This design comes from an exercise in tuning for a short achievable clock period and few clock cycles per item on the open sky130 flow, not from production work.
The RTL was checked by simulation tests, not by an equivalence proof against the original design.
No activity file was given, so power comes from the tool's default toggle rates.

==> flow/design.v <==
package rv_isa_pkg;
    localparam int XLEN       = 32;
    localparam int ILEN       = 32;
    localparam int REG_ADDR_W = 5;
    localparam int NUM_REGS   = 32;
    localparam logic [6:0] OPC_OP     = 7'b0110011;
    localparam logic [6:0] OPC_OP_IMM = 7'b0010011;
    localparam logic [2:0] F3_ADD_SUB = 3'b000;
    localparam logic [2:0] F3_SLL     = 3'b001;
    localparam logic [2:0] F3_SLT     = 3'b010;
    localparam logic [2:0] F3_SLTU    = 3'b011;
    localparam logic [2:0] F3_XOR     = 3'b100;
    localparam logic [2:0] F3_SRL_SRA = 3'b101;
    localparam logic [2:0] F3_OR      = 3'b110;
    localparam logic [2:0] F3_AND     = 3'b111;
    localparam logic [6:0] FUNCT7_ALT = 7'b0100000;
    localparam logic [3:0] ALU_ADD  = 4'd0;
    localparam logic [3:0] ALU_SUB  = 4'd1;
    localparam logic [3:0] ALU_SLL  = 4'd2;
    localparam logic [3:0] ALU_SLT  = 4'd3;
    localparam logic [3:0] ALU_SLTU = 4'd4;
    localparam logic [3:0] ALU_XOR  = 4'd5;
    localparam logic [3:0] ALU_SRL  = 4'd6;
    localparam logic [3:0] ALU_SRA  = 4'd7;
    localparam logic [3:0] ALU_OR   = 4'd8;
    localparam logic [3:0] ALU_AND  = 4'd9;
endpackage
package core_pipe_pkg;
    localparam int NUM_LANES = 2;
    localparam int PC_WIDTH  = 32;
endpackage
module reg_file (
    input  logic                                                                clk,
    input  logic                                                                rst_n,
    input  logic [2*core_pipe_pkg::NUM_LANES-1:0][rv_isa_pkg::REG_ADDR_W-1:0]   raddr,
    output logic [2*core_pipe_pkg::NUM_LANES-1:0][rv_isa_pkg::XLEN-1:0]         rdata,
    input  logic [core_pipe_pkg::NUM_LANES-1:0]                                 wr_wen,
    input  logic [core_pipe_pkg::NUM_LANES-1:0][rv_isa_pkg::REG_ADDR_W-1:0]     wr_addr,
    input  logic [core_pipe_pkg::NUM_LANES-1:0][rv_isa_pkg::XLEN-1:0]           wr_data
);
    logic [rv_isa_pkg::NUM_REGS-1:1][rv_isa_pkg::XLEN-1:0] regs;
    always_ff @(posedge clk or negedge rst_n) begin
        if (!rst_n) begin
            regs <= '0;
        end else begin
            for (int r = 1; r < rv_isa_pkg::NUM_REGS; r++) begin
                for (int w = 0; w < core_pipe_pkg::NUM_LANES; w++) begin
                    if (wr_wen[w] && wr_addr[w] == r[rv_isa_pkg::REG_ADDR_W-1:0]) begin
                        regs[r] <= wr_data[w];
                    end
                end
            end
        end
    end
    always_comb begin
        for (int p = 0; p < 2 * core_pipe_pkg::NUM_LANES; p++) begin
            rdata[p] = '0;
            if (raddr[p] != '0) begin
                rdata[p] = regs[raddr[p]];
                for (int w = 0; w < core_pipe_pkg::NUM_LANES; w++) begin
                    if (wr_wen[w] && wr_addr[w] == raddr[p]) begin
                        rdata[p] = wr_data[w];
                    end
                end
            end
        end
    end
endmodule
module issue_unit (
    input  logic                                                                clk,
    input  logic                                                                rst_n,
    output logic [core_pipe_pkg::PC_WIDTH-1:0]                                  imem_addr,
    input  logic [rv_isa_pkg::ILEN-1:0]                                         imem_data_0,
    input  logic [rv_isa_pkg::ILEN-1:0]                                         imem_data_1,
    input  logic                                                                imem_ready,
    output logic [2*core_pipe_pkg::NUM_LANES-1:0][rv_isa_pkg::REG_ADDR_W-1:0]   rf_raddr,
    input  logic [2*core_pipe_pkg::NUM_LANES-1:0][rv_isa_pkg::XLEN-1:0]         rf_rdata,
    output logic [core_pipe_pkg::NUM_LANES-1:0]                                 slot_valid,
    output logic [core_pipe_pkg::NUM_LANES-1:0][core_pipe_pkg::PC_WIDTH-1:0]    slot_pc,
    output logic [core_pipe_pkg::NUM_LANES-1:0][3:0]                            slot_op,
    output logic [core_pipe_pkg::NUM_LANES-1:0][rv_isa_pkg::XLEN-1:0]           slot_a,
    output logic [core_pipe_pkg::NUM_LANES-1:0][rv_isa_pkg::XLEN-1:0]           slot_b,
    output logic [core_pipe_pkg::NUM_LANES-1:0][rv_isa_pkg::REG_ADDR_W-1:0]     slot_rd,
    output logic [core_pipe_pkg::NUM_LANES-1:0]                                 slot_wen
);
    localparam int NL = core_pipe_pkg::NUM_LANES;
    localparam int PW = core_pipe_pkg::PC_WIDTH;
    localparam int XL = rv_isa_pkg::XLEN;
    localparam int RW = rv_isa_pkg::REG_ADDR_W;
    logic [PW-1:0]                pc_q;
    logic [NL-1:0][XL-1:0]        word;
    logic [NL-1:0]                d_known;
    logic [NL-1:0][3:0]           d_op;
    logic [NL-1:0]                d_use_rs1;
    logic [NL-1:0]                d_use_rs2;
    logic [NL-1:0]                d_is_imm;
    logic [NL-1:0][RW-1:0]        d_rs1;
    logic [NL-1:0][RW-1:0]        d_rs2;
    logic [NL-1:0][RW-1:0]        d_rd;
    logic [NL-1:0][XL-1:0]        d_imm;
    logic [NL-1:0]                rs1_in_slot;
    logic [NL-1:0]                rs2_in_slot;
    logic [NL-1:0]                stall_hit;
    logic                         pair_dep;
    logic [NL-1:0]                issue;
    function automatic logic [3:0] alu_sel(input logic [2:0] funct3, input logic alt);
        case (funct3)
            rv_isa_pkg::F3_ADD_SUB: alu_sel = alt ? rv_isa_pkg::ALU_SUB : rv_isa_pkg::ALU_ADD;
            rv_isa_pkg::F3_SLL:     alu_sel = rv_isa_pkg::ALU_SLL;
            rv_isa_pkg::F3_SLT:     alu_sel = rv_isa_pkg::ALU_SLT;
            rv_isa_pkg::F3_SLTU:    alu_sel = rv_isa_pkg::ALU_SLTU;
            rv_isa_pkg::F3_XOR:     alu_sel = rv_isa_pkg::ALU_XOR;
            rv_isa_pkg::F3_SRL_SRA: alu_sel = alt ? rv_isa_pkg::ALU_SRA : rv_isa_pkg::ALU_SRL;
            rv_isa_pkg::F3_OR:      alu_sel = rv_isa_pkg::ALU_OR;
            default:                alu_sel = rv_isa_pkg::ALU_AND;
        endcase
    endfunction
    assign word[0]   = imem_data_0;
    assign word[1]   = imem_data_1;
    assign imem_addr = pc_q;
    for (genvar l = 0; l < NL; l++) begin : g_dec
        logic [XL-1:0] w;
        assign w = word[l];
        always_comb begin
            d_known[l]   = 1'b0;
            d_op[l]      = rv_isa_pkg::ALU_ADD;
            d_use_rs1[l] = 1'b0;
            d_use_rs2[l] = 1'b0;
            d_is_imm[l]  = 1'b0;
            d_rs1[l]     = w[19:15];
            d_rs2[l]     = w[24:20];
            d_rd[l]      = w[11:7];
            d_imm[l]     = {{(XL-12){w[31]}}, w[31:20]};
            case (w[6:0])
                rv_isa_pkg::OPC_OP: begin
                    d_known[l]   = 1'b1;
                    d_use_rs1[l] = 1'b1;
                    d_use_rs2[l] = 1'b1;
                    d_op[l]      = alu_sel(w[14:12],
                                           w[31:25] == rv_isa_pkg::FUNCT7_ALT);
                end
                rv_isa_pkg::OPC_OP_IMM: begin
                    d_known[l]   = 1'b1;
                    d_use_rs1[l] = 1'b1;
                    d_is_imm[l]  = 1'b1;
                    d_op[l]      = alu_sel(w[14:12],
                                           w[14:12] == rv_isa_pkg::F3_SRL_SRA &&
                                           w[30]);
                end
                default: ;
            endcase
            rf_raddr[2*l]   = d_rs1[l];
            rf_raddr[2*l+1] = d_rs2[l];
            rs1_in_slot[l] = 1'b0;
            rs2_in_slot[l] = 1'b0;
            for (int s = 0; s < NL; s++) begin
                if (slot_valid[s] && slot_wen[s] && slot_rd[s] == d_rs1[l] && d_rs1[l] != '0) begin
                    rs1_in_slot[l] = 1'b1;
                end
                if (slot_valid[s] && slot_wen[s] && slot_rd[s] == d_rs2[l] && d_rs2[l] != '0) begin
                    rs2_in_slot[l] = 1'b1;
                end
            end
            stall_hit[l] = (d_use_rs1[l] && rs1_in_slot[l]) ||
                           (d_use_rs2[l] && rs2_in_slot[l]);
        end
    end
    always_comb begin
        pair_dep = d_known[0] && d_rd[0] != '0 &&
                   ((d_use_rs1[1] && d_rs1[1] == d_rd[0]) ||
                    (d_use_rs2[1] && d_rs2[1] == d_rd[0]));
        issue[0] = imem_ready && !stall_hit[0];
        issue[1] = issue[0] && !pair_dep && !stall_hit[1];
    end
    always_ff @(posedge clk or negedge rst_n) begin
        if (!rst_n) begin
            pc_q       <= '0;
            slot_valid <= '0;
            slot_pc    <= '0;
            slot_op    <= '0;
            slot_a     <= '0;
            slot_b     <= '0;
            slot_rd    <= '0;
            slot_wen   <= '0;
        end else begin
            if (issue[1]) begin
                pc_q <= pc_q + PW'(8);
            end else if (issue[0]) begin
                pc_q <= pc_q + PW'(4);
            end
            for (int l = 0; l < NL; l++) begin
                slot_valid[l] <= issue[l];
                slot_pc[l]    <= pc_q + PW'(4 * l);
                slot_op[l]    <= d_op[l];
                slot_a[l]     <= rf_rdata[2*l];
                slot_b[l]     <= d_is_imm[l] ? d_imm[l] : rf_rdata[2*l+1];
                slot_rd[l]    <= d_rd[l];
                slot_wen[l]   <= d_known[l];
            end
        end
    end
endmodule
module alu_lane (
    input  logic                                clk,
    input  logic                                rst_n,
    input  logic                                slot_valid,
    input  logic [core_pipe_pkg::PC_WIDTH-1:0]  slot_pc,
    input  logic [3:0]                          slot_op,
    input  logic [rv_isa_pkg::XLEN-1:0]         slot_a,
    input  logic [rv_isa_pkg::XLEN-1:0]         slot_b,
    input  logic [rv_isa_pkg::REG_ADDR_W-1:0]   slot_rd,
    input  logic                                slot_wen,
    output logic                                res_valid,
    output logic [core_pipe_pkg::PC_WIDTH-1:0]  res_pc,
    output logic [rv_isa_pkg::REG_ADDR_W-1:0]   res_rd,
    output logic                                res_wen,
    output logic [rv_isa_pkg::XLEN-1:0]         res_data
);
    logic [4:0]                  shamt;
    logic [rv_isa_pkg::XLEN-1:0] alu_res;
    always_comb begin
        shamt = slot_b[4:0];
        case (slot_op)
            rv_isa_pkg::ALU_ADD:  alu_res = slot_a + slot_b;
            rv_isa_pkg::ALU_SUB:  alu_res = slot_a - slot_b;
            rv_isa_pkg::ALU_SLL:  alu_res = slot_a << shamt;
            rv_isa_pkg::ALU_SLT:  alu_res = {31'd0, $signed(slot_a) < $signed(slot_b)};
            rv_isa_pkg::ALU_SLTU: alu_res = {31'd0, slot_a < slot_b};
            rv_isa_pkg::ALU_XOR:  alu_res = slot_a ^ slot_b;
            rv_isa_pkg::ALU_SRL:  alu_res = slot_a >> shamt;
            rv_isa_pkg::ALU_SRA:  alu_res = $signed(slot_a) >>> shamt;
            rv_isa_pkg::ALU_OR:   alu_res = slot_a | slot_b;
            rv_isa_pkg::ALU_AND:  alu_res = slot_a & slot_b;
            default:              alu_res = '0;
        endcase
    end
    always_ff @(posedge clk or negedge rst_n) begin
        if (!rst_n) begin
            res_valid <= 1'b0;
            res_pc    <= '0;
            res_rd    <= '0;
            res_wen   <= 1'b0;
            res_data  <= '0;
        end else begin
            res_valid <= slot_valid;
            res_pc    <= slot_pc;
            res_rd    <= slot_rd;
            res_wen   <= slot_wen;
            res_data  <= alu_res;
        end
    end
endmodule
module retire_unit (
    input  logic [core_pipe_pkg::NUM_LANES-1:0]                                res_valid,
    input  logic [core_pipe_pkg::NUM_LANES-1:0][core_pipe_pkg::PC_WIDTH-1:0]   res_pc,
    input  logic [core_pipe_pkg::NUM_LANES-1:0][rv_isa_pkg::REG_ADDR_W-1:0]    res_rd,
    input  logic [core_pipe_pkg::NUM_LANES-1:0]                                res_wen,
    input  logic [core_pipe_pkg::NUM_LANES-1:0][rv_isa_pkg::XLEN-1:0]          res_data,
    output logic [core_pipe_pkg::NUM_LANES-1:0]                                wr_wen,
    output logic [core_pipe_pkg::NUM_LANES-1:0][rv_isa_pkg::REG_ADDR_W-1:0]    wr_addr,
    output logic [core_pipe_pkg::NUM_LANES-1:0][rv_isa_pkg::XLEN-1:0]          wr_data,
    output logic [core_pipe_pkg::NUM_LANES-1:0]                                ret_valid,
    output logic [core_pipe_pkg::NUM_LANES-1:0][core_pipe_pkg::PC_WIDTH-1:0]   ret_pc,
    output logic [core_pipe_pkg::NUM_LANES-1:0][rv_isa_pkg::REG_ADDR_W-1:0]    ret_rd,
    output logic [core_pipe_pkg::NUM_LANES-1:0]                                ret_wen,
    output logic [core_pipe_pkg::NUM_LANES-1:0][rv_isa_pkg::XLEN-1:0]          ret_data
);
    logic [core_pipe_pkg::NUM_LANES-1:0] writes;
    always_comb begin
        for (int l = 0; l < core_pipe_pkg::NUM_LANES; l++) begin
            writes[l] = res_valid[l] && res_wen[l] && res_rd[l] != '0;
            wr_wen[l]  = writes[l];
            wr_addr[l] = res_rd[l];
            wr_data[l] = res_data[l];
            ret_valid[l] = res_valid[l];
            ret_pc[l]    = res_pc[l];
            ret_rd[l]    = res_rd[l];
            ret_wen[l]   = writes[l];
            ret_data[l]  = res_data[l];
        end
    end
endmodule
module riscv_core (
    input  logic        clk,
    input  logic        rst_n,
    output logic [31:0] imem_addr,
    input  logic [31:0] imem_data_0,
    input  logic [31:0] imem_data_1,
    input  logic        imem_ready,
    output logic        retire0_valid,
    output logic [31:0] retire0_pc,
    output logic [4:0]  retire0_rd,
    output logic        retire0_wen,
    output logic [31:0] retire0_data,
    output logic        retire1_valid,
    output logic [31:0] retire1_pc,
    output logic [4:0]  retire1_rd,
    output logic        retire1_wen,
    output logic [31:0] retire1_data
);
    localparam int NL = core_pipe_pkg::NUM_LANES;
    localparam int PW = core_pipe_pkg::PC_WIDTH;
    localparam int XL = rv_isa_pkg::XLEN;
    localparam int RW = rv_isa_pkg::REG_ADDR_W;
    logic [NL-1:0]           slot_valid;
    logic [NL-1:0][PW-1:0]   slot_pc;
    logic [NL-1:0][3:0]      slot_op;
    logic [NL-1:0][XL-1:0]   slot_a;
    logic [NL-1:0][XL-1:0]   slot_b;
    logic [NL-1:0][RW-1:0]   slot_rd;
    logic [NL-1:0]           slot_wen;
    logic [NL-1:0]           res_valid;
    logic [NL-1:0][PW-1:0]   res_pc;
    logic [NL-1:0][RW-1:0]   res_rd;
    logic [NL-1:0]           res_wen;
    logic [NL-1:0][XL-1:0]   res_data;
    logic [NL-1:0]           wr_wen;
    logic [NL-1:0][RW-1:0]   wr_addr;
    logic [NL-1:0][XL-1:0]   wr_data;
    logic [NL-1:0]           ret_valid;
    logic [NL-1:0][PW-1:0]   ret_pc;
    logic [NL-1:0][RW-1:0]   ret_rd;
    logic [NL-1:0]           ret_wen;
    logic [NL-1:0][XL-1:0]   ret_data;
    logic [2*NL-1:0][RW-1:0] rf_raddr;
    logic [2*NL-1:0][XL-1:0] rf_rdata;
    issue_unit u_issue (
        .clk         (clk),
        .rst_n       (rst_n),
        .imem_addr   (imem_addr),
        .imem_data_0 (imem_data_0),
        .imem_data_1 (imem_data_1),
        .imem_ready  (imem_ready),
        .rf_raddr    (rf_raddr),
        .rf_rdata    (rf_rdata),
        .slot_valid  (slot_valid),
        .slot_pc     (slot_pc),
        .slot_op     (slot_op),
        .slot_a      (slot_a),
        .slot_b      (slot_b),
        .slot_rd     (slot_rd),
        .slot_wen    (slot_wen)
    );
    for (genvar l = 0; l < NL; l++) begin : g_lane
        alu_lane u_lane (
            .clk        (clk),
            .rst_n      (rst_n),
            .slot_valid (slot_valid[l]),
            .slot_pc    (slot_pc[l]),
            .slot_op    (slot_op[l]),
            .slot_a     (slot_a[l]),
            .slot_b     (slot_b[l]),
            .slot_rd    (slot_rd[l]),
            .slot_wen   (slot_wen[l]),
            .res_valid  (res_valid[l]),
            .res_pc     (res_pc[l]),
            .res_rd     (res_rd[l]),
            .res_wen    (res_wen[l]),
            .res_data   (res_data[l])
        );
    end
    retire_unit u_retire (
        .res_valid (res_valid),
        .res_pc    (res_pc),
        .res_rd    (res_rd),
        .res_wen   (res_wen),
        .res_data  (res_data),
        .wr_wen    (wr_wen),
        .wr_addr   (wr_addr),
        .wr_data   (wr_data),
        .ret_valid (ret_valid),
        .ret_pc    (ret_pc),
        .ret_rd    (ret_rd),
        .ret_wen   (ret_wen),
        .ret_data  (ret_data)
    );
    reg_file u_rf (
        .clk     (clk),
        .rst_n   (rst_n),
        .raddr   (rf_raddr),
        .rdata   (rf_rdata),
        .wr_wen  (wr_wen),
        .wr_addr (wr_addr),
        .wr_data (wr_data)
    );
    assign retire0_valid = ret_valid[0];
    assign retire0_pc    = ret_pc[0];
    assign retire0_rd    = ret_rd[0];
    assign retire0_wen   = ret_wen[0];
    assign retire0_data  = ret_data[0];
    assign retire1_valid = ret_valid[1];
    assign retire1_pc    = ret_pc[1];
    assign retire1_rd    = ret_rd[1];
    assign retire1_wen   = ret_wen[1];
    assign retire1_data  = ret_data[1];
endmodule
==> flow/run.sh <==
#!/bin/bash
# synth_recipe.tcl (not shown) runs the flow's synth.tcl, then flattens the netlist and writes it again
# the make line also repeats each setting of config.mk as NAME=value (left out here)
make -C /OpenROAD-flow-scripts/flow DESIGN_CONFIG=/design/flow/config.mk WORK_HOME=/design/flow/orfs CLKGATE_MAP_FILE= SYNTH_SCRIPT=/design/flow/synth_recipe.tcl finish
==> flow/config.mk <==
export PLATFORM = sky130hd
export DESIGN_NAME = riscv_core
export DESIGN_NICKNAME = riscv_core
export VERILOG_FILES = /design/flow/design.v
export SDC_FILE = /design/flow/constraint.sdc
export NUM_CORES = 4
export LEC_CHECK = 0
export CAP_MARGIN = 20
export CORE_MARGIN = 2
export CORE_UTILIZATION = 40
export SLEW_MARGIN = 20
==> flow/constraint.sdc <==
create_clock -name core_clock -period 5.0 [get_ports {clk}]
set_input_delay 1.0000 -clock core_clock [delete_from_list [all_inputs] [get_ports {clk}]]
set_output_delay 1.0000 -clock core_clock [all_outputs]
set_load 0.01 [all_outputs]
==> key figures <==
Outcome
  • Status: finished clean

Critical path
  • Cells on worst reg2reg path: 12
  • RR Endpoint: g_lane[0].u_lane.res_data[29]
  • CP dominant cell by count: inv_1
  • Worst Setup End Kind: register
  • Worst Path Max Fanout: 8
  • Arrival time at the worst endpoint: 5.33 ns
  • Buf+Inv Stages, Crit Path: 2
  • Slowest CP cell: dfrtp_1
  • WS Path Type: reg -> reg
  • Slowest Stage Delay on Critical Path: about 0.86 ns
  • CP Cell Sequence: inv_1, ha_1, inv_1, a21oi_1, nand3_1, a221o_1, a221oi_1, a21oi_2, a211oi_2, o311ai_0, o2111ai_1, or3b_1
  • Startpoint Class: register
  • Crit Reg-Reg Startpoint: u_issue.slot_a[16]
  • R2R Setup Slk: 0.39 ns
  • Family with the most delay on the worst path: compound AO/OA/AOI/OAI gates
  • Critical Path RT: roughly 5.7 ns

GRT
  • Initial antenna violation count: 36
  • GRT Total Usage: 0.396
  • Largest net degree at the start of global routing: between 100 and 150
  • GRT Residual Overflow: 0
  • Global-route wire length before repair: 784 mm
  • Vias in the first global route: 97,500

STA
  • TNS Setup: 0 ns
  • Setup violators final: 0
  • Final min period: around 4.6 ns
  • Slew headroom: 0.0824
  • RSZ-0062 raised after global routing: false
  • Worst-margin pin slew: between 1 and 1.5 ns
  • Final Skew: 0.0787 ns
  • Fin. max-slew vios: 0
  • Final period util: 0.922
  • FMAX: between 200 and 250 MHz
  • Fin. Hold Viols: 0
  • Final worst setup slack: 0.391 ns

Clock network
  • CTS Buffer Depth: 4
  • Clock tree sinks: 1,370
  • Post-CTS setup buffers: 0
  • H-tree Lvls: 4
  • Clock slew at reported path FFs: 0.06 ns
  • Clock Latency Late Sink: 0.92 ns
  • Resize count post-CTS: 0
  • Hold buffers post-CTS: 0
  • Number of CTS-inserted buffers: about 180
  • CTS tree: done
  • Root buffer cell: clkbuf_16

Die
  • Die ar.: 278,000 sq um
  • DIE HEIGHT: 527 microns
  • Core Box Area: 273,000 sq um
  • Die Span X: 527 microns
  • Initial core utilization: 0.401
  • Row count: 192
  • I/O Pins: 241

Synth
  • Most used DFF post-synth: dfrtp_1
  • Post-synth EDFFs: 0
  • Yosys warnings: 4
  • Top cell type's share of synthesized area: 0.313
  • Synth Register Bits: 1,370
  • Synth cell count leaders: dfrtp_1, mux2i_1, nor2_1, nand2_1, o21ai_0
  • Syn Inst Count: about 11,000
  • Post-Syn Area: 110,000 sq um
  • Sequential area share after synthesis: 0.313
  • Synth top area cells: dfrtp_1, mux4_2, mux2i_1
  • Synth cell types: 84
  • Asr flop ratio synth: 1.00
  • Most frequent cell after synthesis: dfrtp_1
  • Largest area contributor in the netlist: dfrtp_1
  • Syn avg cell area: 9.75 sq um

Job
  • Total of max-cap violations: 0

Detailed routing
  • Antenna-violating nets left: 0
  • DRC: 0
  • Initial DRC count: 17,500
  • DR vias/cell: 7.05
  • Total number of vias: 104,000
  • Final WL: 564 mm
  • Routed len/inst: slightly below 40 microns
  • Drt first pass iters: 14

Place
  • Place WS: -0.157 ns
  • Dpl hpwl: approximately 370 mm
  • Routability congestion estimate: about 1
  • Port bufs: around 230

Cells and area
  • Area grow syn2layout: 13.3%
  • Layout Nets: ~11,000
  • Fillers: ~25,000
  • Ratio of cells with drive above 1 in the final layout: 0.186

Pwr
  • Pwr Density: 283 nW/um^2
  • Max IR drop VDD: ~270 uV
  • Lkg Pwr: 0.0534 uW

Worst hold path
  • Hold Crit Class: in -> async
[power by group]
| group | internal (uW) | switching (uW) |
|---|---|---|
| sequential | 11500 | 743 |
| combinational | 3050 | 6450 |
| clock | 7790 | 5590 |
| total | 22400 | 12800 |
[kinds of logic after synthesis]
| kind of cell | share of synthesized area |
|---|---|
| other | 0.0000342 |
| AO/OA/AOI/OAI | 0.165 |
| XOR/XNOR | 0.0159 |
| buffers and inverters | 0.0533 |
| adder cells (fa/ha/maj) | 0.0247 |
| AND/OR/NAND/NOR | 0.101 |
| multiplexers | 0.327 |
| flip-flops | 0.313 |
[cell type report]
cell class                      count  area (sq um)  area share
Antenna cell                       15          37.5    0.000302
Clock buffer                      251          5130      0.0413
Clock inverter                     57           696     0.00560
Inverter                          211           792     0.00638
Multi-Input combinational cell   8375         70300       0.566
Sequential cell                  1370         34300       0.276
Tap cell                         3589          4490      0.0362
Timing Repair Buffer              817          8410      0.0677
[cells in the final DEF (no fill, tap or decap), types with 206 or more instances in the layout]
| cell | Yosys | final |
|---|---|---|
| a211oi_1 | 289 | 288 |
| a21oi_1 | 794 | 793 |
| buf_4 | 13 | 450 |
| clkdlybuf4s50_1 | 0 | 229 |
| dfrtp_1 | 1370 | 1360 |
| ha_1 | 210 | 206 |
| mux2i_1 | 1338 | 1338 |
| mux4_2 | 943 | 943 |
| nand2_1 | 1046 | 1025 |
| nor2_1 | 1122 | 1087 |
| o21ai_0 | 952 | 950 |
[flip-flops by register name, summed over array words and instances, names as in the netlist]
signal,count
u_issue.slot_b,64
g_lane.u_lane.res_rd,10
u_issue.slot_pc,60
g_lane.u_lane.res_wen,2
u_rf.regs,992
g_lane.u_lane.res_pc,60
u_issue.slot_a,64
u_issue.slot_wen,2
g_lane.u_lane.res_valid,2
g_lane.u_lane.res_data,64
u_issue.slot_valid,2
u_issue.slot_rd,10
u_issue.pc_q,30
u_issue.slot_op,8
[routing by layer]
layer | vias to the layer above | GRT usage | part of all wire
met5 | - | 0.000519 | 0.00069
met4 | 45 | 0.265 | 0.081
met3 | 2035 | 0.163 | 0.15
met2 | 8682 | 0.539 | 0.40
met1 | 51600 | 0.509 | 0.37
li1 | 41200 | - | -
[metrics by stage]
step / cell area (sq um) / utilization / hold slack, ns / instances / total power, uW
after floorplan: 110000 / - / 0.331 / 11200 / 17100
after global placement: 118000 / 0.433 / 0.332 / 14400 / 21500
after detailed placement: 118000 / 0.433 / 0.335 / 14400 / 21500
after CTS: 124000 / 0.454 / 0.0924 / 14700 / 34700
after global routing: 124000 / 0.454 / 0.0993 / 14700 / 35800
final: 124000 / 0.455 / 0.0219 / 14700 / 35200
[worst max-delay path by stage]
stage	from	depth (start not counted)	to	slack, ns
detailed placement	imem_data_1[16]	15	u_issue.slot_a[34]	-0.16
global placement	imem_data_1[16]	14	u_issue.slot_a[34]	-1.40
global route	u_issue.slot_a[16]	12	g_lane[0].u_lane.res_data[29]	0.37
finish	u_issue.slot_a[16]	12	g_lane[0].u_lane.res_data[29]	0.39
floorplan	imem_data_1[20]	16	u_issue.slot_b[34]	0.71
CTS	g_lane[0].u_lane.res_rd[3]	5	retire0_wen	0.37
Testbench counts, summed over its fixed seeds: cycles 12,749, instrs 12,000.

==> re-timing with driven ports <==
Ports are ideal in the flow. The routed layout listed here was re-timed in OpenROAD.
Step 1: set_driving_cell puts a clkbuf_16 on clk and a buf_2 on each other input, an assumption about the parent block.
Step 2 adds t to the input delays and takes it off the output delays; t is the mean of the earliest and latest rising clock arrival at the registers after step 1. Input paths then give back, and output paths get back, about the clock's delay inside the block.
a / b / c = ideal / step 1 / step 2; a / b = the first two.
t (ns): 0.977
setup slack, ns: 0.391 / 0.391 / -0.334
latest minus earliest clock arrival (ns): 0.081 / 0.080
pins driven straight from the clock port: 1
With both steps, setup timing fails in this run, where it was met with ideal ports. The setup slack of this run moves by 0.000 ns with the drivers and by -0.725 ns with both steps.
